Context: an optimization exercise on an open-source flow, tuned for small area and a short achievable clock period. The choices shown serve that exercise and are no tape-out recipe.
In this exercise RTL edits were held to simulation tests only and were not proved equivalent to the original.
Power is estimated from default activity; no workload was simulated.

**flow/constraint.sdc**
```tcl
create_clock -name core_clock -period 9.5 [get_ports {clk}]
set_input_delay 1.9000 -clock core_clock [delete_from_list [all_inputs] [get_ports {clk}]]
set_output_delay 1.9000 -clock core_clock [all_outputs]
set_load 0.01 [all_outputs]
```
**flow/design.v**
```verilog
module cic_iq_decim #(
  parameter int DIN_W    = 16,
  parameter int DOUT_W   = 16,
  parameter int STAGES   = 4,
  parameter int MAX_RATE = 16,
  parameter int GAIN_W   = 16,
  localparam int RATE_W  = $clog2(MAX_RATE + 1),
  localparam int ACC_W   = DIN_W + STAGES * $clog2(MAX_RATE),
  localparam int SHIFT_W = $clog2(ACC_W)
) (
  input  logic                     clk,
  input  logic                     rst,
  input  logic                     s_axis_data_tvalid,
  input  logic signed [DIN_W-1:0]  s_axis_data_tdata_real,
  input  logic signed [DIN_W-1:0]  s_axis_data_tdata_imag,
  input  logic                     cfg_load,
  input  logic [RATE_W-1:0]        cfg_rate,
  input  logic [SHIFT_W-1:0]       cfg_shift,
  input  logic [GAIN_W-1:0]        cfg_gain,
  output logic                     m_axis_data_tvalid,
  output logic signed [DOUT_W-1:0] m_axis_data_tdata_real,
  output logic signed [DOUT_W-1:0] m_axis_data_tdata_imag
);
  localparam int W   = 8;            
  localparam int L   = 32 / W;       
  localparam int NVV = L + 4;        
  localparam int NFV = L + 9;        
  logic        rst_q;
  logic        flush_q;
  logic [4:0]  cfg_rate_q, cfg_shift_q;
  logic [15:0] cfg_gain_q;
  logic [3:0]  rm1;                  
  logic [4:0]  shift_r;
  logic [15:0] gain_r;
  always_ff @(posedge clk) begin
    rst_q       <= rst;
    cfg_rate_q  <= cfg_rate;
    cfg_shift_q <= cfg_shift;
    cfg_gain_q  <= cfg_gain;
  end
  always_ff @(posedge clk) begin
    if (rst_q) begin
      rm1     <= 4'd1;
      shift_r <= '0;
      gain_r  <= 16'd16384;
    end else if (flush_q) begin
      if (cfg_rate_q < 5'd2)
        rm1 <= 4'd1;
      else if (cfg_rate_q > 5'd16)
        rm1 <= 4'd15;
      else
        rm1 <= 4'(cfg_rate_q - 5'd1);
      shift_r <= cfg_shift_q;
      gain_r  <= cfg_gain_q;
    end
  end
  logic        v_q;
  logic [15:0] xr_q, xi_q, xi_d;
  always_ff @(posedge clk) begin
    flush_q <= rst | cfg_load;
    v_q     <= s_axis_data_tvalid;
    xr_q    <= s_axis_data_tvalid ? s_axis_data_tdata_real : 16'd0;
    xi_q    <= s_axis_data_tvalid ? s_axis_data_tdata_imag : 16'd0;
    xi_d    <= flush_q ? 16'd0 : xi_q;
  end
  logic [NVV-1:0] vv;
  assign vv[0] = v_q;
  always_ff @(posedge clk) begin
    if (flush_q) vv[NVV-1:1] <= '0;
    else         vv[NVV-1:1] <= vv[NVV-2:0];
  end
  logic [31:0] xd [2][L];
  assign xd[0][0] = {{16{xr_q[15]}}, xr_q};
  assign xd[1][0] = {{16{xi_d[15]}}, xi_d};
  always_ff @(posedge clk) begin
    for (int c = 0; c < 2; c++)
      for (int j = 1; j < L; j++)
        xd[c][j] <= flush_q ? 32'd0 : xd[c][j-1];
  end
  logic [W-1:0] integ  [2][4][L];
  logic         icar   [2][4][L];   
  logic [W:0]   isum   [2][4][L];
  always_comb begin
    for (int c = 0; c < 2; c++)
      for (int k = 0; k < 4; k++)
        for (int j = 0; j < L; j++)
          isum[c][k][j] = {1'b0, (k == 3 && fv[3 + j + c]) ? {W{1'b0}} : integ[c][k][j]}
                        + {1'b0, (k == 0) ? xd[c][j][j*W +: W]
                                          : (vv[k + j + c] ? integ[c][k-1][j] : {W{1'b0}})}
                        + (W+1)'((j == 0) ? 1'b0 : icar[c][k][j-1]);
  end
  always_ff @(posedge clk) begin
    for (int c = 0; c < 2; c++)
      for (int k = 0; k < 4; k++)
        for (int j = 0; j < L; j++) begin
          integ[c][k][j] <= flush_q ? {W{1'b0}} : isum[c][k][j][W-1:0];
          icar[c][k][j]  <= flush_q ? 1'b0 : isum[c][k][j][W];
        end
  end
  logic [3:0]     cnt;
  logic           fe;
  logic [NFV-1:0] fv;               
  assign fe = v_q & (cnt == rm1);
  always_ff @(posedge clk) begin
    if (flush_q) begin
      cnt <= '0;
      fv  <= '0;
    end else begin
      if (v_q)
        cnt <= fe ? 4'd0 : cnt + 4'd1;
      fv <= {fv[NFV-2:0], fe};
    end
  end
  logic [W-1:0] da  [1:3][L];       
  logic [W-1:0] db  [1:3][L];       
  logic         cbr [1:3][L];       
  logic [W-1:0] cin [1:4][L];       
  logic [W:0]   csum [1:3][L];
  logic [W-1:0] cmid [L];           
  always_comb begin
    for (int j = 0; j < L; j++) begin
      cin[1][j] = fv[4 + j] ? integ[1][3][j] : integ[0][3][j];
      cin[2][j] = cmid[j];
      for (int k = 1; k < 4; k++) begin
        csum[k][j] = {1'b0, cin[k][j]} + {1'b0, ~da[k][j]}
                   + (W+1)'((j == 0) ? 1'b1 : cbr[k][j-1]);
        if (k != 1)
          cin[k+1][j] = csum[k][j][W-1:0];
      end
    end
  end
  always_ff @(posedge clk) begin
    for (int j = 0; j < L; j++) begin
      cmid[j] <= csum[1][j][W-1:0];
      for (int k = 1; k < 4; k++) begin
        cbr[k][j] <= csum[k][j][W];
        if (flush_q) begin
          da[k][j] <= '0;
          db[k][j] <= '0;
        end else if (k < 2 ? (fv[3 + j] | fv[4 + j]) : (fv[4 + j] | fv[5 + j])) begin
          da[k][j] <= db[k][j];
          db[k][j] <= cin[k][j];
        end
      end
    end
  end
  logic [W-1:0] dsk [L][L];
  logic [31:0]  z;
  always_ff @(posedge clk) begin
    for (int j = 0; j < L; j++) begin
      dsk[j][0] <= cin[4][j];
      for (int d = 1; d < L - j; d++)
        dsk[j][d] <= dsk[j][d-1];
    end
  end
  always_comb
    for (int j = 0; j < L; j++)
      z[j*W +: W] = dsk[j][L-1-j];
  logic [30:0] ur;
  always_ff @(posedge clk)
    ur <= 31'(($signed({z, 1'b0})) >>> shift_r);
  logic [17:0] g3, g3n;
  logic [15:0] gain_n;
  always_ff @(posedge clk) begin
    g3  <= {2'b0, gain_r} + {1'b0, gain_r, 1'b0};
    g3n <= ~({2'b0, gain_r} + {1'b0, gain_r, 1'b0});
    if (rst_q)
      gain_n <= ~16'd16384;
    else if (flush_q)
      gain_n <= ~cfg_gain_q;
  end
  logic bneg0, bs1_0, bs2_0, bs3_0, bs4_0;
  logic [17:0] bm0;
  logic bneg1, bs1_1, bs2_1, bs3_1, bs4_1;
  logic [17:0] bm1;
  logic bneg2, bs1_2, bs2_2, bs3_2, bs4_2;
  logic [17:0] bm2;
  logic bneg3, bs1_3, bs2_3, bs3_3, bs4_3;
  logic [17:0] bm3;
  logic bneg4, bs1_4, bs2_4, bs3_4, bs4_4;
  logic [17:0] bm4;
  logic bneg5, bs1_5, bs2_5, bs3_5, bs4_5;
  logic [17:0] bm5;
  logic bneg6, bs1_6, bs2_6, bs3_6, bs4_6;
  logic [17:0] bm6;
  logic bneg7, bs1_7, bs2_7, bs3_7, bs4_7;
  logic [17:0] bm7;
  logic bneg8, bs1_8, bs2_8, bs3_8, bs4_8;
  logic [17:0] bm8;
  logic bneg9, bs1_9, bs2_9, bs3_9, bs4_9;
  logic [17:0] bm9;
  logic ma0_s1, ma0_c2;
  logic ma0_s3, ma0_c4;
  logic ma0_s5, ma0_c6;
  logic ma0_s7, ma0_c8;
  logic ma0_s9, ma0_c10;
  logic ma0_s11, ma0_c12;
  logic ma0_s13, ma0_c14;
  logic ma0_s15, ma0_c16;
  logic ma0_s17, ma0_c18;
  logic ma0_s19, ma0_c20;
  logic ma0_s21, ma0_c22;
  logic ma0_s23, ma0_c24;
  logic ma0_s25, ma0_c26;
  logic ma0_s27, ma0_c28;
  logic ma0_s29, ma0_c30;
  logic ma0_s31, ma0_c32;
  logic ma0_s33, ma0_c34;
  logic ma0_s35, ma0_c36;
  logic ma0_s37, ma0_c38;
  logic ma0_s39, ma0_c40;
  logic ma0_s41, ma0_c42;
  logic ma0_s43, ma0_c44;
  logic ma0_s45, ma0_c46;
  logic ma0_s47, ma0_c48;
  logic ma0_s49, ma0_c50;
  logic ma0_s51, ma0_c52;
  logic ma0_s53, ma0_c54;
  logic ma1_s55, ma1_c56;
  logic ma1_s57, ma1_c58;
  logic ma1_s59, ma1_c60;
  logic ma1_s61, ma1_c62;
  logic ma1_s63, ma1_c64;
  logic ma1_s65, ma1_c66;
  logic ma1_s67, ma1_c68;
  logic ma1_s69, ma1_c70;
  logic ma1_s71, ma1_c72;
  logic ma1_s73, ma1_c74;
  logic ma1_s75, ma1_c76;
  logic ma1_s77, ma1_c78;
  logic ma1_s79, ma1_c80;
  logic ma1_s81, ma1_c82;
  logic ma1_s83, ma1_c84;
  logic ma1_s85, ma1_c86;
  logic ma1_s87, ma1_c88;
  logic ma1_s89, ma1_c90;
  logic ma1_s91, ma1_c92;
  logic ma1_s93, ma1_c94;
  logic ma1_s95, ma1_c96;
  logic ma1_s97, ma1_c98;
  logic ma1_s99, ma1_c100;
  logic ma1_s101, ma1_c102;
  logic ma1_s103, ma1_c104;
  logic ma1_s105, ma1_c106;
  logic ma1_s107, ma1_c108;
  logic ma1_s109, ma1_c110;
  logic ma1_s111, ma1_c112;
  logic ma1_s113, ma1_c114;
  logic ma1_s115, ma1_c116;
  logic ma1_s117, ma1_c118;
  logic ma1_s119, ma1_c120;
  logic ma1_s121, ma1_c122;
  logic ma1_s123, ma1_c124;
  logic ma1_s125, ma1_c126;
  logic ma1_s127, ma1_c128;
  logic ma1_s129, ma1_c130;
  logic ma1_s131, ma1_c132;
  logic [29:0] mr0;
  logic [29:0] mr1;
  logic [29:0] mr2;
  logic [29:0] mr3;
  logic mb0_s133, mb0_c134;
  logic mb0_s135, mb0_c136;
  logic mb0_s137, mb0_c138;
  logic mb0_s139, mb0_c140;
  logic mb0_s141, mb0_c142;
  logic mb0_s143, mb0_c144;
  logic mb0_s145, mb0_c146;
  logic mb0_s147, mb0_c148;
  logic mb0_s149, mb0_c150;
  logic mb0_s151, mb0_c152;
  logic mb0_s153, mb0_c154;
  logic mb0_s155, mb0_c156;
  logic mb0_s157, mb0_c158;
  logic mb0_s159, mb0_c160;
  logic mb0_s161, mb0_c162;
  logic mb0_s163, mb0_c164;
  logic mb0_s165, mb0_c166;
  logic mb0_s167, mb0_c168;
  logic mb0_s169, mb0_c170;
  logic mb0_s171, mb0_c172;
  logic mb0_s173, mb0_c174;
  logic mb0_s175, mb0_c176;
  logic mb0_s177, mb0_c178;
  logic mb0_s179, mb0_c180;
  logic mb1_s181, mb1_c182;
  logic mb1_s183, mb1_c184;
  logic mb1_s185, mb1_c186;
  logic mb1_s187, mb1_c188;
  logic mb1_s189, mb1_c190;
  logic mb1_s191, mb1_c192;
  logic mb1_s193, mb1_c194;
  logic mb1_s195, mb1_c196;
  logic mb1_s197, mb1_c198;
  logic mb1_s199, mb1_c200;
  logic mb1_s201, mb1_c202;
  logic mb1_s203, mb1_c204;
  logic mb1_s205, mb1_c206;
  logic mb1_s207, mb1_c208;
  logic mb1_s209, mb1_c210;
  logic mb1_s211, mb1_c212;
  logic mb1_s213, mb1_c214;
  logic mb1_s215, mb1_c216;
  logic mb1_s217, mb1_c218;
  logic mb1_s219, mb1_c220;
  logic mb1_s221, mb1_c222;
  logic mb1_s223, mb1_c224;
  logic mb1_s225, mb1_c226;
  logic mb1_s227, mb1_c228;
  logic mb1_s229, mb1_c230;
  logic mb1_s231, mb1_c232;
  logic mb1_s233, mb1_c234;
  logic [29:0] mx, my;
  logic [14:0] plo;
  logic [15:0] mxh, myh, p;
  logic        pc14;
  assign bneg0 = ur[3];
  assign bs1_0 = ur[3] ? (ur[2] & (ur[1] ^ ur[0])) : (~ur[2] & (ur[1] ^ ur[0]));
  assign bs2_0 = (~ur[2] & ur[1] & ur[0]) | (ur[2] & ~ur[1] & ~ur[0]);
  assign bs3_0 = ur[3] ? (~ur[2] & (ur[1] ^ ur[0])) : (ur[2] & (ur[1] ^ ur[0]));
  assign bs4_0 = ur[3] ? (~ur[2] & ~ur[1] & ~ur[0]) : (ur[2] & ur[1] & ur[0]);
  assign bm0 = (({18{bs1_0}} & {2'b0, gain_r}) | ({18{bs2_0}} & {1'b0, gain_r, 1'b0}) | ({18{bs3_0}} & g3) | ({18{bs4_0}} & {gain_r, 2'b0})) ^ {18{bneg0}};
  assign bneg1 = ur[6];
  assign bs1_1 = ur[6] ? (ur[5] & (ur[4] ^ ur[3])) : (~ur[5] & (ur[4] ^ ur[3]));
  assign bs2_1 = (~ur[5] & ur[4] & ur[3]) | (ur[5] & ~ur[4] & ~ur[3]);
  assign bs3_1 = ur[6] ? (~ur[5] & (ur[4] ^ ur[3])) : (ur[5] & (ur[4] ^ ur[3]));
  assign bs4_1 = ur[6] ? (~ur[5] & ~ur[4] & ~ur[3]) : (ur[5] & ur[4] & ur[3]);
  assign bm1 = (({18{bs1_1}} & {2'b0, gain_r}) | ({18{bs2_1}} & {1'b0, gain_r, 1'b0}) | ({18{bs3_1}} & g3) | ({18{bs4_1}} & {gain_r, 2'b0})) ^ {18{bneg1}};
  assign bneg2 = ur[9];
  assign bs1_2 = ur[9] ? (ur[8] & (ur[7] ^ ur[6])) : (~ur[8] & (ur[7] ^ ur[6]));
  assign bs2_2 = (~ur[8] & ur[7] & ur[6]) | (ur[8] & ~ur[7] & ~ur[6]);
  assign bs3_2 = ur[9] ? (~ur[8] & (ur[7] ^ ur[6])) : (ur[8] & (ur[7] ^ ur[6]));
  assign bs4_2 = ur[9] ? (~ur[8] & ~ur[7] & ~ur[6]) : (ur[8] & ur[7] & ur[6]);
  assign bm2 = (({18{bs1_2}} & {2'b0, gain_r}) | ({18{bs2_2}} & {1'b0, gain_r, 1'b0}) | ({18{bs3_2}} & g3) | ({18{bs4_2}} & {gain_r, 2'b0})) ^ {18{bneg2}};
  assign bneg3 = ur[12];
  assign bs1_3 = ur[12] ? (ur[11] & (ur[10] ^ ur[9])) : (~ur[11] & (ur[10] ^ ur[9]));
  assign bs2_3 = (~ur[11] & ur[10] & ur[9]) | (ur[11] & ~ur[10] & ~ur[9]);
  assign bs3_3 = ur[12] ? (~ur[11] & (ur[10] ^ ur[9])) : (ur[11] & (ur[10] ^ ur[9]));
  assign bs4_3 = ur[12] ? (~ur[11] & ~ur[10] & ~ur[9]) : (ur[11] & ur[10] & ur[9]);
  assign bm3 = (({18{bs1_3}} & {2'b0, gain_r}) | ({18{bs2_3}} & {1'b0, gain_r, 1'b0}) | ({18{bs3_3}} & g3) | ({18{bs4_3}} & {gain_r, 2'b0})) ^ {18{bneg3}};
  assign bneg4 = ur[15];
  assign bs1_4 = ur[15] ? (ur[14] & (ur[13] ^ ur[12])) : (~ur[14] & (ur[13] ^ ur[12]));
  assign bs2_4 = (~ur[14] & ur[13] & ur[12]) | (ur[14] & ~ur[13] & ~ur[12]);
  assign bs3_4 = ur[15] ? (~ur[14] & (ur[13] ^ ur[12])) : (ur[14] & (ur[13] ^ ur[12]));
  assign bs4_4 = ur[15] ? (~ur[14] & ~ur[13] & ~ur[12]) : (ur[14] & ur[13] & ur[12]);
  assign bm4 = (({18{bs1_4}} & {2'b0, gain_r}) | ({18{bs2_4}} & {1'b0, gain_r, 1'b0}) | ({18{bs3_4}} & g3) | ({18{bs4_4}} & {gain_r, 2'b0})) ^ {18{bneg4}};
  assign bneg5 = ur[18];
  assign bs1_5 = ur[18] ? (ur[17] & (ur[16] ^ ur[15])) : (~ur[17] & (ur[16] ^ ur[15]));
  assign bs2_5 = (~ur[17] & ur[16] & ur[15]) | (ur[17] & ~ur[16] & ~ur[15]);
  assign bs3_5 = ur[18] ? (~ur[17] & (ur[16] ^ ur[15])) : (ur[17] & (ur[16] ^ ur[15]));
  assign bs4_5 = ur[18] ? (~ur[17] & ~ur[16] & ~ur[15]) : (ur[17] & ur[16] & ur[15]);
  assign bm5 = (({18{bs1_5}} & {2'b0, gain_r}) | ({18{bs2_5}} & {1'b0, gain_r, 1'b0}) | ({18{bs3_5}} & g3) | ({18{bs4_5}} & {gain_r, 2'b0})) ^ {18{bneg5}};
  assign bneg6 = ur[21];
  assign bs1_6 = ur[21] ? (ur[20] & (ur[19] ^ ur[18])) : (~ur[20] & (ur[19] ^ ur[18]));
  assign bs2_6 = (~ur[20] & ur[19] & ur[18]) | (ur[20] & ~ur[19] & ~ur[18]);
  assign bs3_6 = ur[21] ? (~ur[20] & (ur[19] ^ ur[18])) : (ur[20] & (ur[19] ^ ur[18]));
  assign bs4_6 = ur[21] ? (~ur[20] & ~ur[19] & ~ur[18]) : (ur[20] & ur[19] & ur[18]);
  assign bm6 = (({18{bs1_6}} & {2'b0, gain_r}) | ({18{bs2_6}} & {1'b0, gain_r, 1'b0}) | ({18{bs3_6}} & g3) | ({18{bs4_6}} & {gain_r, 2'b0})) ^ {18{bneg6}};
  assign bneg7 = ur[24];
  assign bs1_7 = ur[24] ? (ur[23] & (ur[22] ^ ur[21])) : (~ur[23] & (ur[22] ^ ur[21]));
  assign bs2_7 = (~ur[23] & ur[22] & ur[21]) | (ur[23] & ~ur[22] & ~ur[21]);
  assign bs3_7 = ur[24] ? (~ur[23] & (ur[22] ^ ur[21])) : (ur[23] & (ur[22] ^ ur[21]));
  assign bs4_7 = ur[24] ? (~ur[23] & ~ur[22] & ~ur[21]) : (ur[23] & ur[22] & ur[21]);
  assign bm7 = (({18{bs1_7}} & {2'b0, gain_r}) | ({18{bs2_7}} & {1'b0, gain_r, 1'b0}) | ({18{bs3_7}} & g3) | ({18{bs4_7}} & {gain_r, 2'b0})) ^ {18{bneg7}};
  assign bneg8 = ur[27];
  assign bs1_8 = ur[27] ? (ur[26] & (ur[25] ^ ur[24])) : (~ur[26] & (ur[25] ^ ur[24]));
  assign bs2_8 = (~ur[26] & ur[25] & ur[24]) | (ur[26] & ~ur[25] & ~ur[24]);
  assign bs3_8 = ur[27] ? (~ur[26] & (ur[25] ^ ur[24])) : (ur[26] & (ur[25] ^ ur[24]));
  assign bs4_8 = ur[27] ? (~ur[26] & ~ur[25] & ~ur[24]) : (ur[26] & ur[25] & ur[24]);
  assign bm8 = (({18{bs1_8}} & {2'b0, gain_r}) | ({18{bs2_8}} & {1'b0, gain_r, 1'b0}) | ({18{bs3_8}} & g3) | ({18{bs4_8}} & {gain_r, 2'b0})) ^ {18{bneg8}};
  assign bneg9 = ur[30];
  assign bs1_9 = ur[30] ? (ur[29] & (ur[28] ^ ur[27])) : (~ur[29] & (ur[28] ^ ur[27]));
  assign bs2_9 = (~ur[29] & ur[28] & ur[27]) | (ur[29] & ~ur[28] & ~ur[27]);
  assign bs3_9 = ur[30] ? (~ur[29] & (ur[28] ^ ur[27])) : (ur[29] & (ur[28] ^ ur[27]));
  assign bs4_9 = ur[30] ? (~ur[29] & ~ur[28] & ~ur[27]) : (ur[29] & ur[28] & ur[27]);
  assign bm9 = (({18{bs1_9}} & {2'b0, gain_r}) | ({18{bs2_9}} & {1'b0, gain_r, 1'b0}) | ({18{bs3_9}} & g3) | ({18{bs4_9}} & {gain_r, 2'b0})) ^ {18{bneg9}};
  assign ma0_s1 = bm0[15] ^ bm1[12];
  assign ma0_c2 = bm0[15] & bm1[12];
  assign ma0_s3 = bm0[16] ^ bm1[13];
  assign ma0_c4 = bm0[16] & bm1[13];
  assign ma0_s5 = bm0[17] ^ bm1[14];
  assign ma0_c6 = bm0[17] & bm1[14];
  assign ma0_s7 = ~bneg0 ^ bm1[15] ^ bm2[12];
  assign ma0_c8 = (~bneg0 & bm1[15]) | (~bneg0 & bm2[12]) | (bm1[15] & bm2[12]);
  assign ma0_s9 = bm3[9] ^ bm4[6] ^ bm5[3];
  assign ma0_c10 = (bm3[9] & bm4[6]) | (bm3[9] & bm5[3]) | (bm4[6] & bm5[3]);
  assign ma0_s11 = bm1[16] ^ bm2[13] ^ bm3[10];
  assign ma0_c12 = (bm1[16] & bm2[13]) | (bm1[16] & bm3[10]) | (bm2[13] & bm3[10]);
  assign ma0_s13 = bm4[7] ^ bm5[4];
  assign ma0_c14 = bm4[7] & bm5[4];
  assign ma0_s15 = bm1[17] ^ bm2[14] ^ bm3[11];
  assign ma0_c16 = (bm1[17] & bm2[14]) | (bm1[17] & bm3[11]) | (bm2[14] & bm3[11]);
  assign ma0_s17 = bm4[8] ^ bm5[5];
  assign ma0_c18 = bm4[8] & bm5[5];
  assign ma0_s19 = ~bneg1 ^ bm2[15] ^ bm3[12];
  assign ma0_c20 = (~bneg1 & bm2[15]) | (~bneg1 & bm3[12]) | (bm2[15] & bm3[12]);
  assign ma0_s21 = bm4[9] ^ bm5[6] ^ bm6[3];
  assign ma0_c22 = (bm4[9] & bm5[6]) | (bm4[9] & bm6[3]) | (bm5[6] & bm6[3]);
  assign ma0_s23 = bm2[16] ^ bm3[13] ^ bm4[10];
  assign ma0_c24 = (bm2[16] & bm3[13]) | (bm2[16] & bm4[10]) | (bm3[13] & bm4[10]);
  assign ma0_s25 = bm5[7] ^ bm6[4];
  assign ma0_c26 = bm5[7] & bm6[4];
  assign ma0_s27 = bm2[17] ^ bm3[14] ^ bm4[11];
  assign ma0_c28 = (bm2[17] & bm3[14]) | (bm2[17] & bm4[11]) | (bm3[14] & bm4[11]);
  assign ma0_s29 = bm5[8] ^ bm6[5];
  assign ma0_c30 = bm5[8] & bm6[5];
  assign ma0_s31 = ~bneg2 ^ bm3[15] ^ bm4[12];
  assign ma0_c32 = (~bneg2 & bm3[15]) | (~bneg2 & bm4[12]) | (bm3[15] & bm4[12]);
  assign ma0_s33 = bm5[9] ^ bm6[6] ^ bm7[3];
  assign ma0_c34 = (bm5[9] & bm6[6]) | (bm5[9] & bm7[3]) | (bm6[6] & bm7[3]);
  assign ma0_s35 = bm3[16] ^ bm4[13] ^ bm5[10];
  assign ma0_c36 = (bm3[16] & bm4[13]) | (bm3[16] & bm5[10]) | (bm4[13] & bm5[10]);
  assign ma0_s37 = bm6[7] ^ bm7[4];
  assign ma0_c38 = bm6[7] & bm7[4];
  assign ma0_s39 = bm3[17] ^ bm4[14] ^ bm5[11];
  assign ma0_c40 = (bm3[17] & bm4[14]) | (bm3[17] & bm5[11]) | (bm4[14] & bm5[11]);
  assign ma0_s41 = bm6[8] ^ bm7[5];
  assign ma0_c42 = bm6[8] & bm7[5];
  assign ma0_s43 = ~bneg3 ^ bm4[15] ^ bm5[12];
  assign ma0_c44 = (~bneg3 & bm4[15]) | (~bneg3 & bm5[12]) | (bm4[15] & bm5[12]);
  assign ma0_s45 = bm6[9] ^ bm7[6] ^ bm8[3];
  assign ma0_c46 = (bm6[9] & bm7[6]) | (bm6[9] & bm8[3]) | (bm7[6] & bm8[3]);
  assign ma0_s47 = bm4[16] ^ bm5[13] ^ bm6[10];
  assign ma0_c48 = (bm4[16] & bm5[13]) | (bm4[16] & bm6[10]) | (bm5[13] & bm6[10]);
  assign ma0_s49 = bm7[7] ^ bm8[4];
  assign ma0_c50 = bm7[7] & bm8[4];
  assign ma0_s51 = bm4[17] ^ bm5[14] ^ bm6[11];
  assign ma0_c52 = (bm4[17] & bm5[14]) | (bm4[17] & bm6[11]) | (bm5[14] & bm6[11]);
  assign ma0_s53 = bm7[8] ^ bm8[5];
  assign ma0_c54 = bm7[8] & bm8[5];
  assign ma1_s55 = bm0[9] ^ bm1[6];
  assign ma1_c56 = bm0[9] & bm1[6];
  assign ma1_s57 = bm0[10] ^ bm1[7];
  assign ma1_c58 = bm0[10] & bm1[7];
  assign ma1_s59 = bm0[11] ^ bm1[8];
  assign ma1_c60 = bm0[11] & bm1[8];
  assign ma1_s61 = bm0[12] ^ bm1[9] ^ bm2[6];
  assign ma1_c62 = (bm0[12] & bm1[9]) | (bm0[12] & bm2[6]) | (bm1[9] & bm2[6]);
  assign ma1_s63 = bm3[3] ^ bm4[0];
  assign ma1_c64 = bm3[3] & bm4[0];
  assign ma1_s65 = bm0[13] ^ bm1[10] ^ bm2[7];
  assign ma1_c66 = (bm0[13] & bm1[10]) | (bm0[13] & bm2[7]) | (bm1[10] & bm2[7]);
  assign ma1_s67 = bm3[4] ^ bm4[1] ^ 1'b1;
  assign ma1_c68 = (bm3[4] & bm4[1]) | (bm3[4] & 1'b1) | (bm4[1] & 1'b1);
  assign ma1_s69 = bm0[14] ^ bm1[11] ^ bm2[8];
  assign ma1_c70 = (bm0[14] & bm1[11]) | (bm0[14] & bm2[8]) | (bm1[11] & bm2[8]);
  assign ma1_s71 = bm3[5] ^ bm4[2];
  assign ma1_c72 = bm3[5] & bm4[2];
  assign ma1_s73 = ma0_s1 ^ bm2[9] ^ bm3[6];
  assign ma1_c74 = (ma0_s1 & bm2[9]) | (ma0_s1 & bm3[6]) | (bm2[9] & bm3[6]);
  assign ma1_s75 = bm4[3] ^ bm5[0] ^ bneg5;
  assign ma1_c76 = (bm4[3] & bm5[0]) | (bm4[3] & bneg5) | (bm5[0] & bneg5);
  assign ma1_s77 = ma0_s3 ^ bm2[10] ^ bm3[7];
  assign ma1_c78 = (ma0_s3 & bm2[10]) | (ma0_s3 & bm3[7]) | (bm2[10] & bm3[7]);
  assign ma1_s79 = bm4[4] ^ bm5[1] ^ ma0_c2;
  assign ma1_c80 = (bm4[4] & bm5[1]) | (bm4[4] & ma0_c2) | (bm5[1] & ma0_c2);
  assign ma1_s81 = ma0_s5 ^ bm2[11] ^ bm3[8];
  assign ma1_c82 = (ma0_s5 & bm2[11]) | (ma0_s5 & bm3[8]) | (bm2[11] & bm3[8]);
  assign ma1_s83 = bm4[5] ^ bm5[2] ^ ma0_c4;
  assign ma1_c84 = (bm4[5] & bm5[2]) | (bm4[5] & ma0_c4) | (bm5[2] & ma0_c4);
  assign ma1_s85 = ma0_s7 ^ ma0_s9 ^ bm6[0];
  assign ma1_c86 = (ma0_s7 & ma0_s9) | (ma0_s7 & bm6[0]) | (ma0_s9 & bm6[0]);
  assign ma1_s87 = bneg6 ^ 1'b1 ^ ma0_c6;
  assign ma1_c88 = (bneg6 & 1'b1) | (bneg6 & ma0_c6) | (1'b1 & ma0_c6);
  assign ma1_s89 = ma0_s11 ^ ma0_s13 ^ bm6[1];
  assign ma1_c90 = (ma0_s11 & ma0_s13) | (ma0_s11 & bm6[1]) | (ma0_s13 & bm6[1]);
  assign ma1_s91 = 1'b1 ^ ma0_c8 ^ ma0_c10;
  assign ma1_c92 = (1'b1 & ma0_c8) | (1'b1 & ma0_c10) | (ma0_c8 & ma0_c10);
  assign ma1_s93 = ma0_s15 ^ ma0_s17 ^ bm6[2];
  assign ma1_c94 = (ma0_s15 & ma0_s17) | (ma0_s15 & bm6[2]) | (ma0_s17 & bm6[2]);
  assign ma1_s95 = 1'b1 ^ ma0_c12 ^ ma0_c14;
  assign ma1_c96 = (1'b1 & ma0_c12) | (1'b1 & ma0_c14) | (ma0_c12 & ma0_c14);
  assign ma1_s97 = ma0_s19 ^ ma0_s21 ^ bm7[0];
  assign ma1_c98 = (ma0_s19 & ma0_s21) | (ma0_s19 & bm7[0]) | (ma0_s21 & bm7[0]);
  assign ma1_s99 = bneg7 ^ ma0_c16 ^ ma0_c18;
  assign ma1_c100 = (bneg7 & ma0_c16) | (bneg7 & ma0_c18) | (ma0_c16 & ma0_c18);
  assign ma1_s101 = ma0_s23 ^ ma0_s25 ^ bm7[1];
  assign ma1_c102 = (ma0_s23 & ma0_s25) | (ma0_s23 & bm7[1]) | (ma0_s25 & bm7[1]);
  assign ma1_s103 = 1'b1 ^ ma0_c20 ^ ma0_c22;
  assign ma1_c104 = (1'b1 & ma0_c20) | (1'b1 & ma0_c22) | (ma0_c20 & ma0_c22);
  assign ma1_s105 = ma0_s27 ^ ma0_s29 ^ bm7[2];
  assign ma1_c106 = (ma0_s27 & ma0_s29) | (ma0_s27 & bm7[2]) | (ma0_s29 & bm7[2]);
  assign ma1_s107 = 1'b1 ^ ma0_c24 ^ ma0_c26;
  assign ma1_c108 = (1'b1 & ma0_c24) | (1'b1 & ma0_c26) | (ma0_c24 & ma0_c26);
  assign ma1_s109 = ma0_s31 ^ ma0_s33 ^ bm8[0];
  assign ma1_c110 = (ma0_s31 & ma0_s33) | (ma0_s31 & bm8[0]) | (ma0_s33 & bm8[0]);
  assign ma1_s111 = bneg8 ^ ma0_c28 ^ ma0_c30;
  assign ma1_c112 = (bneg8 & ma0_c28) | (bneg8 & ma0_c30) | (ma0_c28 & ma0_c30);
  assign ma1_s113 = ma0_s35 ^ ma0_s37 ^ bm8[1];
  assign ma1_c114 = (ma0_s35 & ma0_s37) | (ma0_s35 & bm8[1]) | (ma0_s37 & bm8[1]);
  assign ma1_s115 = 1'b1 ^ ma0_c32 ^ ma0_c34;
  assign ma1_c116 = (1'b1 & ma0_c32) | (1'b1 & ma0_c34) | (ma0_c32 & ma0_c34);
  assign ma1_s117 = ma0_s39 ^ ma0_s41 ^ bm8[2];
  assign ma1_c118 = (ma0_s39 & ma0_s41) | (ma0_s39 & bm8[2]) | (ma0_s41 & bm8[2]);
  assign ma1_s119 = 1'b1 ^ ma0_c36 ^ ma0_c38;
  assign ma1_c120 = (1'b1 & ma0_c36) | (1'b1 & ma0_c38) | (ma0_c36 & ma0_c38);
  assign ma1_s121 = ma0_s43 ^ ma0_s45 ^ bm9[0];
  assign ma1_c122 = (ma0_s43 & ma0_s45) | (ma0_s43 & bm9[0]) | (ma0_s45 & bm9[0]);
  assign ma1_s123 = bneg9 ^ ma0_c40 ^ ma0_c42;
  assign ma1_c124 = (bneg9 & ma0_c40) | (bneg9 & ma0_c42) | (ma0_c40 & ma0_c42);
  assign ma1_s125 = ma0_s47 ^ ma0_s49 ^ bm9[1];
  assign ma1_c126 = (ma0_s47 & ma0_s49) | (ma0_s47 & bm9[1]) | (ma0_s49 & bm9[1]);
  assign ma1_s127 = 1'b1 ^ ma0_c44 ^ ma0_c46;
  assign ma1_c128 = (1'b1 & ma0_c44) | (1'b1 & ma0_c46) | (ma0_c44 & ma0_c46);
  assign ma1_s129 = ma0_s51 ^ ma0_s53 ^ bm9[2];
  assign ma1_c130 = (ma0_s51 & ma0_s53) | (ma0_s51 & bm9[2]) | (ma0_s53 & bm9[2]);
  assign ma1_s131 = 1'b1 ^ ma0_c48 ^ ma0_c50;
  assign ma1_c132 = (1'b1 & ma0_c48) | (1'b1 & ma0_c50) | (ma0_c48 & ma0_c50);
  assign mb0_s133 = mr0[6] ^ mr1[6];
  assign mb0_c134 = mr0[6] & mr1[6];
  assign mb0_s135 = mr0[7] ^ mr1[7];
  assign mb0_c136 = mr0[7] & mr1[7];
  assign mb0_s137 = mr0[8] ^ mr1[8];
  assign mb0_c138 = mr0[8] & mr1[8];
  assign mb0_s139 = mr0[9] ^ mr1[9] ^ mr2[9];
  assign mb0_c140 = (mr0[9] & mr1[9]) | (mr0[9] & mr2[9]) | (mr1[9] & mr2[9]);
  assign mb0_s141 = mr0[10] ^ mr1[10] ^ mr2[10];
  assign mb0_c142 = (mr0[10] & mr1[10]) | (mr0[10] & mr2[10]) | (mr1[10] & mr2[10]);
  assign mb0_s143 = mr0[11] ^ mr1[11] ^ mr2[11];
  assign mb0_c144 = (mr0[11] & mr1[11]) | (mr0[11] & mr2[11]) | (mr1[11] & mr2[11]);
  assign mb0_s145 = mr0[12] ^ mr1[12] ^ mr2[12];
  assign mb0_c146 = (mr0[12] & mr1[12]) | (mr0[12] & mr2[12]) | (mr1[12] & mr2[12]);
  assign mb0_s147 = mr0[13] ^ mr1[13] ^ mr2[13];
  assign mb0_c148 = (mr0[13] & mr1[13]) | (mr0[13] & mr2[13]) | (mr1[13] & mr2[13]);
  assign mb0_s149 = mr0[14] ^ mr1[14] ^ mr2[14];
  assign mb0_c150 = (mr0[14] & mr1[14]) | (mr0[14] & mr2[14]) | (mr1[14] & mr2[14]);
  assign mb0_s151 = mr0[15] ^ mr1[15] ^ mr2[15];
  assign mb0_c152 = (mr0[15] & mr1[15]) | (mr0[15] & mr2[15]) | (mr1[15] & mr2[15]);
  assign mb0_s153 = mr0[16] ^ mr1[16] ^ mr2[16];
  assign mb0_c154 = (mr0[16] & mr1[16]) | (mr0[16] & mr2[16]) | (mr1[16] & mr2[16]);
  assign mb0_s155 = mr0[17] ^ mr1[17] ^ mr2[17];
  assign mb0_c156 = (mr0[17] & mr1[17]) | (mr0[17] & mr2[17]) | (mr1[17] & mr2[17]);
  assign mb0_s157 = mr0[18] ^ mr1[18] ^ mr2[18];
  assign mb0_c158 = (mr0[18] & mr1[18]) | (mr0[18] & mr2[18]) | (mr1[18] & mr2[18]);
  assign mb0_s159 = mr0[19] ^ mr1[19] ^ mr2[19];
  assign mb0_c160 = (mr0[19] & mr1[19]) | (mr0[19] & mr2[19]) | (mr1[19] & mr2[19]);
  assign mb0_s161 = mr0[20] ^ mr1[20] ^ mr2[20];
  assign mb0_c162 = (mr0[20] & mr1[20]) | (mr0[20] & mr2[20]) | (mr1[20] & mr2[20]);
  assign mb0_s163 = mr0[21] ^ mr1[21] ^ mr2[21];
  assign mb0_c164 = (mr0[21] & mr1[21]) | (mr0[21] & mr2[21]) | (mr1[21] & mr2[21]);
  assign mb0_s165 = mr0[22] ^ mr1[22] ^ mr2[22];
  assign mb0_c166 = (mr0[22] & mr1[22]) | (mr0[22] & mr2[22]) | (mr1[22] & mr2[22]);
  assign mb0_s167 = mr0[23] ^ mr1[23] ^ mr2[23];
  assign mb0_c168 = (mr0[23] & mr1[23]) | (mr0[23] & mr2[23]) | (mr1[23] & mr2[23]);
  assign mb0_s169 = mr0[24] ^ mr1[24] ^ mr2[24];
  assign mb0_c170 = (mr0[24] & mr1[24]) | (mr0[24] & mr2[24]) | (mr1[24] & mr2[24]);
  assign mb0_s171 = mr0[25] ^ mr1[25] ^ mr2[25];
  assign mb0_c172 = (mr0[25] & mr1[25]) | (mr0[25] & mr2[25]) | (mr1[25] & mr2[25]);
  assign mb0_s173 = mr0[26] ^ mr1[26] ^ mr2[26];
  assign mb0_c174 = (mr0[26] & mr1[26]) | (mr0[26] & mr2[26]) | (mr1[26] & mr2[26]);
  assign mb0_s175 = mr0[27] ^ mr1[27] ^ mr2[27];
  assign mb0_c176 = (mr0[27] & mr1[27]) | (mr0[27] & mr2[27]) | (mr1[27] & mr2[27]);
  assign mb0_s177 = mr0[28] ^ mr1[28] ^ mr2[28];
  assign mb0_c178 = (mr0[28] & mr1[28]) | (mr0[28] & mr2[28]) | (mr1[28] & mr2[28]);
  assign mb0_s179 = mr0[29] ^ mr1[29] ^ mr2[29];
  assign mb0_c180 = (mr0[29] & mr1[29]) | (mr0[29] & mr2[29]) | (mr1[29] & mr2[29]);
  assign mb1_s181 = mr0[3] ^ mr1[3];
  assign mb1_c182 = mr0[3] & mr1[3];
  assign mb1_s183 = mr0[4] ^ mr1[4];
  assign mb1_c184 = mr0[4] & mr1[4];
  assign mb1_s185 = mr0[5] ^ mr1[5];
  assign mb1_c186 = mr0[5] & mr1[5];
  assign mb1_s187 = mb0_s133 ^ mr2[6] ^ mr3[6];
  assign mb1_c188 = (mb0_s133 & mr2[6]) | (mb0_s133 & mr3[6]) | (mr2[6] & mr3[6]);
  assign mb1_s189 = mb0_s135 ^ mr2[7] ^ mb0_c134;
  assign mb1_c190 = (mb0_s135 & mr2[7]) | (mb0_s135 & mb0_c134) | (mr2[7] & mb0_c134);
  assign mb1_s191 = mb0_s137 ^ mr2[8] ^ mb0_c136;
  assign mb1_c192 = (mb0_s137 & mr2[8]) | (mb0_s137 & mb0_c136) | (mr2[8] & mb0_c136);
  assign mb1_s193 = mb0_s139 ^ mr3[9] ^ mb0_c138;
  assign mb1_c194 = (mb0_s139 & mr3[9]) | (mb0_s139 & mb0_c138) | (mr3[9] & mb0_c138);
  assign mb1_s195 = mb0_s141 ^ mr3[10] ^ mb0_c140;
  assign mb1_c196 = (mb0_s141 & mr3[10]) | (mb0_s141 & mb0_c140) | (mr3[10] & mb0_c140);
  assign mb1_s197 = mb0_s143 ^ mr3[11] ^ mb0_c142;
  assign mb1_c198 = (mb0_s143 & mr3[11]) | (mb0_s143 & mb0_c142) | (mr3[11] & mb0_c142);
  assign mb1_s199 = mb0_s145 ^ mr3[12] ^ mb0_c144;
  assign mb1_c200 = (mb0_s145 & mr3[12]) | (mb0_s145 & mb0_c144) | (mr3[12] & mb0_c144);
  assign mb1_s201 = mb0_s147 ^ mr3[13] ^ mb0_c146;
  assign mb1_c202 = (mb0_s147 & mr3[13]) | (mb0_s147 & mb0_c146) | (mr3[13] & mb0_c146);
  assign mb1_s203 = mb0_s149 ^ mr3[14] ^ mb0_c148;
  assign mb1_c204 = (mb0_s149 & mr3[14]) | (mb0_s149 & mb0_c148) | (mr3[14] & mb0_c148);
  assign mb1_s205 = mb0_s151 ^ mr3[15] ^ mb0_c150;
  assign mb1_c206 = (mb0_s151 & mr3[15]) | (mb0_s151 & mb0_c150) | (mr3[15] & mb0_c150);
  assign mb1_s207 = mb0_s153 ^ mr3[16] ^ mb0_c152;
  assign mb1_c208 = (mb0_s153 & mr3[16]) | (mb0_s153 & mb0_c152) | (mr3[16] & mb0_c152);
  assign mb1_s209 = mb0_s155 ^ mr3[17] ^ mb0_c154;
  assign mb1_c210 = (mb0_s155 & mr3[17]) | (mb0_s155 & mb0_c154) | (mr3[17] & mb0_c154);
  assign mb1_s211 = mb0_s157 ^ mr3[18] ^ mb0_c156;
  assign mb1_c212 = (mb0_s157 & mr3[18]) | (mb0_s157 & mb0_c156) | (mr3[18] & mb0_c156);
  assign mb1_s213 = mb0_s159 ^ mr3[19] ^ mb0_c158;
  assign mb1_c214 = (mb0_s159 & mr3[19]) | (mb0_s159 & mb0_c158) | (mr3[19] & mb0_c158);
  assign mb1_s215 = mb0_s161 ^ mr3[20] ^ mb0_c160;
  assign mb1_c216 = (mb0_s161 & mr3[20]) | (mb0_s161 & mb0_c160) | (mr3[20] & mb0_c160);
  assign mb1_s217 = mb0_s163 ^ mr3[21] ^ mb0_c162;
  assign mb1_c218 = (mb0_s163 & mr3[21]) | (mb0_s163 & mb0_c162) | (mr3[21] & mb0_c162);
  assign mb1_s219 = mb0_s165 ^ mr3[22] ^ mb0_c164;
  assign mb1_c220 = (mb0_s165 & mr3[22]) | (mb0_s165 & mb0_c164) | (mr3[22] & mb0_c164);
  assign mb1_s221 = mb0_s167 ^ mr3[23] ^ mb0_c166;
  assign mb1_c222 = (mb0_s167 & mr3[23]) | (mb0_s167 & mb0_c166) | (mr3[23] & mb0_c166);
  assign mb1_s223 = mb0_s169 ^ mr3[24] ^ mb0_c168;
  assign mb1_c224 = (mb0_s169 & mr3[24]) | (mb0_s169 & mb0_c168) | (mr3[24] & mb0_c168);
  assign mb1_s225 = mb0_s171 ^ mr3[25] ^ mb0_c170;
  assign mb1_c226 = (mb0_s171 & mr3[25]) | (mb0_s171 & mb0_c170) | (mr3[25] & mb0_c170);
  assign mb1_s227 = mb0_s173 ^ mr3[26] ^ mb0_c172;
  assign mb1_c228 = (mb0_s173 & mr3[26]) | (mb0_s173 & mb0_c172) | (mr3[26] & mb0_c172);
  assign mb1_s229 = mb0_s175 ^ mr3[27] ^ mb0_c174;
  assign mb1_c230 = (mb0_s175 & mr3[27]) | (mb0_s175 & mb0_c174) | (mr3[27] & mb0_c174);
  assign mb1_s231 = mb0_s177 ^ mr3[28] ^ mb0_c176;
  assign mb1_c232 = (mb0_s177 & mr3[28]) | (mb0_s177 & mb0_c176) | (mr3[28] & mb0_c176);
  assign mb1_s233 = mb0_s179 ^ mr3[29] ^ mb0_c178;
  assign mb1_c234 = (mb0_s179 & mr3[29]) | (mb0_s179 & mb0_c178) | (mr3[29] & mb0_c178);
  assign mx[0] = mr0[0];
  assign my[0] = mr1[0];
  assign mx[1] = mr0[1];
  assign my[1] = 1'b0;
  assign mx[2] = mr0[2];
  assign my[2] = 1'b0;
  assign mx[3] = mb1_s181;
  assign my[3] = mr2[3];
  assign mx[4] = mb1_s183;
  assign my[4] = mb1_c182;
  assign mx[5] = mb1_s185;
  assign my[5] = mb1_c184;
  assign mx[6] = mb1_s187;
  assign my[6] = mb1_c186;
  assign mx[7] = mb1_s189;
  assign my[7] = mb1_c188;
  assign mx[8] = mb1_s191;
  assign my[8] = mb1_c190;
  assign mx[9] = mb1_s193;
  assign my[9] = mb1_c192;
  assign mx[10] = mb1_s195;
  assign my[10] = mb1_c194;
  assign mx[11] = mb1_s197;
  assign my[11] = mb1_c196;
  assign mx[12] = mb1_s199;
  assign my[12] = mb1_c198;
  assign mx[13] = mb1_s201;
  assign my[13] = mb1_c200;
  assign mx[14] = mb1_s203;
  assign my[14] = mb1_c202;
  assign mx[15] = mb1_s205;
  assign my[15] = mb1_c204;
  assign mx[16] = mb1_s207;
  assign my[16] = mb1_c206;
  assign mx[17] = mb1_s209;
  assign my[17] = mb1_c208;
  assign mx[18] = mb1_s211;
  assign my[18] = mb1_c210;
  assign mx[19] = mb1_s213;
  assign my[19] = mb1_c212;
  assign mx[20] = mb1_s215;
  assign my[20] = mb1_c214;
  assign mx[21] = mb1_s217;
  assign my[21] = mb1_c216;
  assign mx[22] = mb1_s219;
  assign my[22] = mb1_c218;
  assign mx[23] = mb1_s221;
  assign my[23] = mb1_c220;
  assign mx[24] = mb1_s223;
  assign my[24] = mb1_c222;
  assign mx[25] = mb1_s225;
  assign my[25] = mb1_c224;
  assign mx[26] = mb1_s227;
  assign my[26] = mb1_c226;
  assign mx[27] = mb1_s229;
  assign my[27] = mb1_c228;
  assign mx[28] = mb1_s231;
  assign my[28] = mb1_c230;
  assign mx[29] = mb1_s233;
  assign my[29] = mb1_c232;
  assign plo = {1'b0, mx[13:0]} + {1'b0, my[13:0]};
  assign p = mxh + myh + 16'(pc14);
  always_ff @(posedge clk) begin
    mr0[0] <= bm0[0];
    mr1[0] <= bneg0;
    mr2[0] <= 1'b0;
    mr3[0] <= 1'b0;
    mr0[1] <= bm0[1];
    mr1[1] <= 1'b0;
    mr2[1] <= 1'b0;
    mr3[1] <= 1'b0;
    mr0[2] <= bm0[2];
    mr1[2] <= 1'b0;
    mr2[2] <= 1'b0;
    mr3[2] <= 1'b0;
    mr0[3] <= bm0[3];
    mr1[3] <= bm1[0];
    mr2[3] <= bneg1;
    mr3[3] <= 1'b0;
    mr0[4] <= bm0[4];
    mr1[4] <= bm1[1];
    mr2[4] <= 1'b0;
    mr3[4] <= 1'b0;
    mr0[5] <= bm0[5];
    mr1[5] <= bm1[2];
    mr2[5] <= 1'b0;
    mr3[5] <= 1'b0;
    mr0[6] <= bm0[6];
    mr1[6] <= bm1[3];
    mr2[6] <= bm2[0];
    mr3[6] <= bneg2;
    mr0[7] <= bm0[7];
    mr1[7] <= bm1[4];
    mr2[7] <= bm2[1];
    mr3[7] <= 1'b0;
    mr0[8] <= bm0[8];
    mr1[8] <= bm1[5];
    mr2[8] <= bm2[2];
    mr3[8] <= 1'b0;
    mr0[9] <= ma1_s55;
    mr1[9] <= bm2[3];
    mr2[9] <= bm3[0];
    mr3[9] <= bneg3;
    mr0[10] <= ma1_s57;
    mr1[10] <= bm2[4];
    mr2[10] <= bm3[1];
    mr3[10] <= ma1_c56;
    mr0[11] <= ma1_s59;
    mr1[11] <= bm2[5];
    mr2[11] <= bm3[2];
    mr3[11] <= ma1_c58;
    mr0[12] <= ma1_s61;
    mr1[12] <= ma1_s63;
    mr2[12] <= bneg4;
    mr3[12] <= ma1_c60;
    mr0[13] <= ma1_s65;
    mr1[13] <= ma1_s67;
    mr2[13] <= ma1_c62;
    mr3[13] <= ma1_c64;
    mr0[14] <= ma1_s69;
    mr1[14] <= ma1_s71;
    mr2[14] <= ma1_c66;
    mr3[14] <= ma1_c68;
    mr0[15] <= ma1_s73;
    mr1[15] <= ma1_s75;
    mr2[15] <= ma1_c70;
    mr3[15] <= ma1_c72;
    mr0[16] <= ma1_s77;
    mr1[16] <= ma1_s79;
    mr2[16] <= ma1_c74;
    mr3[16] <= ma1_c76;
    mr0[17] <= ma1_s81;
    mr1[17] <= ma1_s83;
    mr2[17] <= ma1_c78;
    mr3[17] <= ma1_c80;
    mr0[18] <= ma1_s85;
    mr1[18] <= ma1_s87;
    mr2[18] <= ma1_c82;
    mr3[18] <= ma1_c84;
    mr0[19] <= ma1_s89;
    mr1[19] <= ma1_s91;
    mr2[19] <= ma1_c86;
    mr3[19] <= ma1_c88;
    mr0[20] <= ma1_s93;
    mr1[20] <= ma1_s95;
    mr2[20] <= ma1_c90;
    mr3[20] <= ma1_c92;
    mr0[21] <= ma1_s97;
    mr1[21] <= ma1_s99;
    mr2[21] <= ma1_c94;
    mr3[21] <= ma1_c96;
    mr0[22] <= ma1_s101;
    mr1[22] <= ma1_s103;
    mr2[22] <= ma1_c98;
    mr3[22] <= ma1_c100;
    mr0[23] <= ma1_s105;
    mr1[23] <= ma1_s107;
    mr2[23] <= ma1_c102;
    mr3[23] <= ma1_c104;
    mr0[24] <= ma1_s109;
    mr1[24] <= ma1_s111;
    mr2[24] <= ma1_c106;
    mr3[24] <= ma1_c108;
    mr0[25] <= ma1_s113;
    mr1[25] <= ma1_s115;
    mr2[25] <= ma1_c110;
    mr3[25] <= ma1_c112;
    mr0[26] <= ma1_s117;
    mr1[26] <= ma1_s119;
    mr2[26] <= ma1_c114;
    mr3[26] <= ma1_c116;
    mr0[27] <= ma1_s121;
    mr1[27] <= ma1_s123;
    mr2[27] <= ma1_c118;
    mr3[27] <= ma1_c120;
    mr0[28] <= ma1_s125;
    mr1[28] <= ma1_s127;
    mr2[28] <= ma1_c122;
    mr3[28] <= ma1_c124;
    mr0[29] <= ma1_s129;
    mr1[29] <= ma1_s131;
    mr2[29] <= ma1_c126;
    mr3[29] <= ma1_c128;
    mxh <= mx[29:14];
    myh <= my[29:14];
    pc14 <= plo[14];
  end
  logic [15:0] p_hold;
  always_ff @(posedge clk) begin
    p_hold <= p;
    m_axis_data_tdata_real <= p_hold;
    m_axis_data_tdata_imag <= p;
    m_axis_data_tvalid <= fv[L + 8] & ~flush_q & ~rst & ~cfg_load;
  end
endmodule
```
**flow/standard.sh**
```bash
#!/bin/bash
# synth_recipe.tcl (not shown) runs the flow's synth.tcl, then flattens the netlist and writes it again
# the make line also repeats each setting of config.mk as NAME=value (left out here)
make -C /OpenROAD-flow-scripts/flow DESIGN_CONFIG=/design/flow/config.mk WORK_HOME=/design/flow/orfs CLKGATE_MAP_FILE= SYNTH_SCRIPT=/design/flow/synth_recipe.tcl "${@:-finish}"
```
**flow/config.mk**
```make
export PLATFORM = sky130hd
export DESIGN_NAME = cic_iq_decim
export DESIGN_NICKNAME = cic_iq_decim
export VERILOG_FILES = /design/flow/design.v
export SDC_FILE = /design/flow/constraint.sdc
export NUM_CORES = 4
export LEC_CHECK = 0
export ABC_AREA = 1
export CAP_MARGIN = 20
export CORE_MARGIN = 2
export CORE_UTILIZATION = 40
export CTS_CLUSTER_DIAMETER = 200
export CTS_CLUSTER_SIZE = 25
export SLEW_MARGIN = 20
```
**flow/flow/run.sh**
```bash
#!/bin/bash
# Standard ORFS layout, with repair_timing asked to reach a larger setup slack than the
# constraint needs (the SDC is unchanged). Each tool's output stays in orfs/logs/.
set -euo pipefail
cd "$(dirname "$0")/.."
export SETUP_SLACK_MARGIN=${MARGIN:-6.55}
bash standard.sh > standard.log 2>&1
```
==> results of run 1 <==
==> layout make-up <==
| class | instances | area, µm² |
|---|---|---|
| Clock buffer | 45 | 1100 |
| Inverter | 1060 | 4060 |
| Clock inverter | 3 | 66.3 |
| Tap cell | 1637 | 2050 |
| Fill cell | 12380 | 69400 |
| Multi-Input combinational cell | 3959 | 25800 |
| Timing Repair Buffer | 183 | 1720 |
| Sequential cell | 959 | 19300 |
==> through the flow <==
step / setup slack, ps / hold WS, ps / cell area [µm²] / cells / util [%]
floorplan: 6850 / 310 / 49700 / 6215 / -
global placement: 6020 / 310 / 52000 / 7743 / 42.1
detailed placement: 5970 / 312 / 52000 / 7743 / 42.1
CTS: 6450 / 333 / 53400 / 7805 / 43.2
global route: 6450 / 339 / 54100 / 7846 / 43.8
finish: 6500 / 329 / 54100 / 7846 / 43.8
==> power breakdown <==
group          switching (W)  total [W]  internal [W]
sequential          0.000343    0.00490       0.00456
clock                0.00133    0.00218      0.000850
combinational        0.00207    0.00348       0.00141
==> sequential cells by signal (all words and copies together) (netlist names), 18 cells and up <==
signal	flops
mr3	22
dsk	80
icar	24
ur	31
mr2	25
integ	256
db	96
mr0	30
mr1	28
g3	18
xd	20
cmid	32
da	96
==> cells in the mapped netlist, types with 15 or more instances <==
cell type	n	area share [%]
o22ai_1	146	1.8
nand4_1	24	0.30
o21a_1	16	0.24
nor2_1	513	3.9
inv_1	1031	7.8
o21ai_0	644	6.5
o211ai_1	18	0.27
clkbuf_1	176	1.3
inv_2	15	0.11
a221oi_2	23	0.69
a31oi_1	30	0.38
a221oi_1	47	0.83
fa_1	160	6.4
xor2_1	227	4.0
ha_1	382	9.6
nand3_1	135	1.4
a21o_1	33	0.50
xnor2_1	24	0.42
buf_2	27	0.27
nand2_1	866	6.5
o21bai_1	17	0.26
a21oi_1	546	5.5
dfxtp_1	959	39
==> timing repair <==
action,4_1_cts,5_1_grt
buffers inserted,14,40
pin swaps,2,14
resized for setup,222,78
setup endpoints to repair,210,196
==> cell families after synthesis <==
family / count (synthesis)
AND/OR/NAND/NOR: 1585
AO/OA/AOI/OAI: 1578
buffers and inverters: 1297
flip-flops: 959
adder cells (fa/ha/maj): 542
XOR/XNOR: 251
multiplexers: 3
==> worst reg2reg max path: cells and delay by family (launching register included) <==
family	cells	cell delay [ps]
xor+xnor	1	180
flops	1	840
fa+ha+maj	2	1000
compound gates	2	250
buf+inv	3	560
==> how the worst min path moves through the flow <==
stage                     startpoint        end  slack (ps)
after global placement     dsk[2][6]  dsk[3][6]         310
final                      dsk[4][2]  dsk[5][2]         330
after floorplan            dsk[0][0]  dsk[1][0]         310
after global routing       dsk[1][1]  dsk[2][1]         340
after detailed placement   dsk[8][7]  dsk[9][7]         310
after CTS                  dsk[4][2]  dsk[5][2]         330
==> layer usage <==
metal	GRT usage [%]	part of all wire, %	vias up
li1	-	-	20079
met1	22.4	44	17745
met2	32.8	48	728
met3	2.31	4.4	208
met4	6.68	3.8	0
met5	0	0	-
==> qor.csv, run 1 <==
stage,metric,value,unit
outcome,outcome,timing/DRC/antenna clean,
logic_synthesis,synth_ff_type,dfxtp_1,
layout,mostFrequentLayoutCell,inv_1,
power_and_ir_drop,ir_drop,0.000245,V
setup_path,critPathCaptureType,primary output,
grt,grt_pass1_wl,191,mm
timing,finalHoldViolCount,0,
detailed_routing,drtIter0Drc,2298,
detailed_routing,dr.pass1.iters,6,
grt,antenna_found_initial,1,
detailed_routing,routed-via-count,38760,
timing,setup_violations,0,
die,die_h,357,µm
layout,nets,6811,
logic_synthesis,yosysUniqueCellTypes,56,
setup_path,setup.worst_path.class,register to primary output,
logic_synthesis,synth_xor_area_share,4.42,%
min_path,hold_path_class,register to register,
place,port_buffers,94,
logic_synthesis,postSynth.asyncResetShare,0,%
detailed_routing,drtAntennaViolNets,0,
power_and_ir_drop,p_leak,25.4,nW
grt,grt_pass1_vias,37592,
timing,rsz0062_at_grt,true,
detailed_routing,wire_per_inst,15.0,µm
timing,finalSetupTns,0,ps
die,die-area,127000,µm²
run,drv_cap,0,
grt,grt_max_degree,122,
layout,areaGrowthSynthToFinish,8.69,%
logic_synthesis,ys_seq_area_share,38.6,%
timing,fmax,333,MHz
setup_path,cp.arrival,1100,ps
logic_synthesis,synth-seq-cells,959,
cts,htreeDepth,2,
timing,drv_slew,0,
cts,clock_sinks,959,
grt,overflow,0,
logic_synthesis,synth_edf_count,0,
logic_synthesis,synth_compound_area_share,18.0,%
setup_path,reg2regPathDepth,8,
setup_path,worst-path-stages,1,
timing,skew,42.3,ps
min_path,whs_path_depth,0,
setup_path,path_cells,buf_6,
setup_path,start_kind,register,
setup_path,worstReg2RegEnd,mr0[28],
setup_path,endpoint,m_axis_data_tdata_imag[6],
place,dpl.hpwl,85.4,mm
cts,cts_inserted_buffers,44,
logic_synthesis,netlist_area,49700,µm²
detailed_routing,wirelength,117,mm
timing,fin_crit_sh,31.6,%
setup_path,required,7600,ps
timing,maxSlewHeadroom,30.7,%
setup_path,cp_slowest_cell,dfxtp_2,
die,rows,129,
setup_path,critPathMaxStageDelay,340,ps
place,place.gp.congestion,0.976,
grt,grtUsageTotal,18.3,%
timing,worstMarginPinSlew,1040,ps
logic_synthesis,synthCells,6215,
setup_path,cp-startpoint,p_hold[6],
layout,layout_common_cells,"1,021 x inv_1, 922 x dfxtp_1, 862 x nand2_1",
setup_path,reg2reg_slack,6560,ps
logic_synthesis,synthAdderAreaFrac,16.1,%
die,ioPinCount,95,
die,fp.dieW,357,µm
detailed_routing,detail_route.vias_per_cell,4.94,
die,coreArea,123000,µm²
logic_synthesis,yosys.area_share.simple,12.7,%
layout,drive_gt1_share,5.52,%
timing,fin_crit,3000,ps
cts,cts.clk_slew.worst_paths,90,ps
setup_path,timing.rr.start,gain_r[10],
die,initial_core_util,40.3,%
logic_synthesis,synthMuxAreaShare,0.0604,%
cts,cts_root_buf,clkbuf_16,
cts,insertion_delay,690,ps
setup_path,cp_max_fo,2,
detailed_routing,drc,0,
setup_path,crit_buf_inv,1,
logic_synthesis,syn_area_per_cell,8.00,µm²
logic_synthesis,synth_nets,6819,
logic_synthesis,synth_top_family_by_area,compound AO/OA/AOI/OAI gates,
cts,hold_buffers,0,
power_and_ir_drop,total_power,0.0106,W
cts,tritoncts,built,
cts,clockBufferDepth,3,
setup_path,cp_top_family,flip-flops,
logic_synthesis,yosysWarningCount,12,
layout,num_antenna_cells,0,
power_and_ir_drop,p_per_area,195,nW/µm²
==> run 2: changes to the inputs <==
--- a/flow/config.mk
+++ b/flow/config.mk
@@ -5,7 +5,6 @@
 export SDC_FILE = /design/flow/constraint.sdc
 export NUM_CORES = 4
 export LEC_CHECK = 0
-export ABC_AREA = 1
 export CAP_MARGIN = 20
 export CORE_MARGIN = 2
 export CORE_UTILIZATION = 40
==> qor.csv, run 2 <==
stage,metric,value,unit
outcome,outcome,timing/DRC/antenna clean,
cts,tritoncts,built,
logic_synthesis,yosysUniqueCellTypes,79,
power_and_ir_drop,ir_drop,0.000257,V
cts,cts.clk_slew.worst_paths,100,ps
logic_synthesis,synth_ff_type,dfxtp_1,
place,port_buffers,94,
layout,fillerInstances,11844,
logic_synthesis,synthCells,5290,
layout,drive_gt1_share,6.76,%
grt,grt.met3_usage,1.92,%
timing,rsz0062_at_grt,true,
setup_path,worstReg2RegEnd,mr0[21],
setup_path,cp_max_fo,2,
layout,top_register,integ,
timing,maxSlewHeadroom,24.3,%
timing,finalSetupTns,0,ps
setup_path,start_kind,register,
setup_path,reg2regPathDepth,10,
cts,clock_sinks,959,
timing,fmax,330,MHz
min_path,hold_start,dsk[2][1],
logic_synthesis,synth_commonest_cells,"959 x dfxtp_1, 447 x nand2_1, 432 x nor2_1, 382 x ha_1, 357 x inv_1",
place,place.gp.congestion,0.867,
cts,cts_inserted_buffers,44,
grt,overflow,0,
detailed_routing,wirelength,103,mm
layout,num_antenna_cells,0,
timing,drv_slew,0,
setup_path,path_cells,buf_6,
logic_synthesis,synth_edf_count,0,
min_path,whs_path_depth,0,
setup_path,required,7600,ps
die,coreArea,122000,µm²
detailed_routing,dr.pass1.iters,7,
timing,skew,35.8,ps
die,rows,128,
logic_synthesis,postSynth.asyncResetShare,0,%
setup_path,timing.rr.start,ur[12],
cts,cts_root_buf,clkbuf_16,
detailed_routing,routed-via-count,34670,
setup_path,cp_slowest_cell,dfxtp_2,
detailed_routing,wire_per_inst,15.1,µm
layout,layout_common_cells,"924 x dfxtp_1, 441 x nand2_1, 424 x nor2_1",
logic_synthesis,ys_top_cells_by_area,"dfxtp_1 39%, ha_1 9.7%, fa_1 6.5%",
grt,busiest_layer,met2,
timing,finalHoldViolCount,0,
setup_path,critPathCaptureType,primary output,
grt,grt_pass1_wl,171,mm
grt,grt_pass1_vias,33951,
place,dpl.hpwl,71.6,mm
die,die-area,126000,µm²
cts,insertion_delay,670,ps
logic_synthesis,yosysTopAreaCell,dfxtp_1,
die,die_h,355,µm
grt,use_met1,21.2,%
detailed_routing,detail_route.vias_per_cell,5.04,
logic_synthesis,ys_seq_area_share,38.9,%
detailed_routing,drtIter0Drc,2117,
die,fp.dieW,355,µm
timing,fin_crit_sh,31.9,%
power_and_ir_drop,total_power,0.00841,W
setup_path,critPathMaxStageDelay,360,ps
logic_synthesis,syn_area_per_cell,9.32,µm²
setup_path,setup.worst_path.class,register to primary output,
grt,antenna_found_initial,0,
run,drv_cap,0,
grt,met2_usage,28.1,%
die,ioPinCount,95,
power_and_ir_drop,p_per_area,157,nW/µm²
timing,setup_violations,0,
grt,grt_max_degree,190,
cts,htreeDepth,2,
power_and_ir_drop,p_leak,22.0,nW
setup_path,cp_top_family,flip-flops,
layout,mostFrequentLayoutCell,dfxtp_1,
layout,largestRegisters,"integ: 256 flops, da: 96 flops, db: 96 flops",
detailed_routing,drc,0,
logic_synthesis,synth-seq-cells,959,
logic_synthesis,post-synth-top-count-cell,dfxtp_1,
layout,largest_register_ffs,256,
layout,nets,5850,
layout,areaGrowthSynthToFinish,8.78,%
timing,fin_crit,3030,ps
grt,grtUsageTotal,16.2,%
setup_path,reg2reg_slack,6560,ps
min_path,hold_path_class,register to register,
cts,clockBufferDepth,3,
logic_synthesis,synth_nets,5894,
logic_synthesis,yosysWarningCount,12,
setup_path,cp.arrival,1130,ps
min_path,whs_endpoint,dsk[3][1],
die,initial_core_util,40.4,%
logic_synthesis,netlist.area_leader.share,38.9,%
setup_path,crit_buf_inv,1,
detailed_routing,drtAntennaViolNets,0,
logic_synthesis,netlist_area,49300,µm²
timing,worstMarginPinSlew,1130,ps
[run 2: changes by cell type after synthesis, sizes merged, moves of 65 or more]
cell / change
and2: +197
nor2: -94
o21ai: -479
a21oi: -206
nand2: -431
nor3: +111
xor2: -119
inv: -691
xnor2: +293
o22ai: -147
nand3: -118
nor2b: +238
a22o: +103
nand2b: +65
[run 2: per-layer routing]
metal  vias up  part of all wire, %
met2       648                   47
met5         -                    0
met4         0                  2.3
met3       156                  4.4
met1     16287                   46
li1      17579                    -
[run 2: worst max path at each step]
stage / startpoint / to / slack, ps / depth (start not counted)
global placement: ur[18] / mr0[21] / 5700 / 8
detailed placement: ur[18] / mr0[21] / 5620 / 8
global route: p_hold[3] / m_axis_data_tdata_imag[3] / 6420 / 1
CTS: p_hold[3] / m_axis_data_tdata_imag[3] / 6400 / 1
finish: p_hold[3] / m_axis_data_tdata_imag[3] / 6470 / 1
floorplan: fv[5] / icar[14] / 6590 / 14
[run 2: per-stage QoR]
step | instance area (µm²) | std cells | setup WS (ps) | hold slack [ps] | utilization, %
5_1_grt | 53700 | 6875 | 6420 | 318 | 44.0
6_report | 53700 | 6875 | 6470 | 299 | 44.0
2_1_floorplan | 49300 | 5290 | 6590 | 310 | -
3_3_place_gp | 51500 | 6781 | 5700 | 310 | 42.2
3_5_place_dp | 51500 | 6781 | 5620 | 312 | 42.2
4_1_cts | 52900 | 6840 | 6400 | 311 | 43.4
[run 2: logic make-up (layout without fill, tap and decap cells)]
group	count (synthesis)	count (layout)	share of synthesized area (%)
simple gates	1602	1603	15.7
buf+inv	635	594	5.12
fa+ha+maj	542	542	16.2
xor+xnor	425	425	7.55
compound gates	1002	1002	13.4
flops	959	959	38.9
mux	125	125	3.18
[run 2: cell type report]
class                   instances  area, µm²  share of cell area [%]
multi-input cells            3697      28000                    52.2
repair buffers                184       1850                    3.45
flip-flops and latches        959      19300                    35.9
clock inverters                 4       61.3                   0.114
clock buffers                  46       1110                    2.07
well taps                    1625       2030                    3.79
inverters                     360       1350                    2.52
[run 2: where the power goes]
group          leakage, nW  switching (W)  internal, W
Clock                0.573        0.00131     0.000851
Sequential            7.82       0.000231      0.00437
Combinational         13.6       0.000893     0.000764
Total                 22.0        0.00243      0.00598
[run 2: what timing repair did]
| item | in CTS | in global routing |
|---|---|---|
| endpoints found under the setup margin | 98 | 100 |
| cloned | 1 | 6 |
| resized for setup | 223 | 83 |
| hold buffers | 0 | 0 |
| buffers inserted | 8 | 28 |
| pin swaps | 4 | 24 |

-- afterwards: timing with drivers on the ports --
How much do the figures lean on ideal ports? The routed layouts below were timed once more, with nothing changed but the port constraints. Step 1: set_driving_cell puts a clkbuf_16 on clk and a buf_2 on each other input, an assumption about the parent block. Step 2 moves the port delays by t, midway between the first and last clock arrival at a register: inputs arrive t later, outputs are due t later. That takes back most of the time a late clock gives input paths. a / b / c = no drivers / after step 1 / after step 2; a / b = the first two.
run | t, ns | slack for setup (ns) | clock arrival spread, ns | worst data-port slew with drivers (ns)
run 1 | 0.737 | 6.498 / 6.432 / 6.562 | 0.046 / 0.046 | 0.06
run 2 | 0.724 | 6.470 / 6.403 / 6.219 | 0.037 / 0.037 | 0.06
After both steps every run listed still meets setup and hold. For run 2, which loses most, drivers alone change the setup slack by -0.067 ns; drivers and shift together by -0.251 ns.
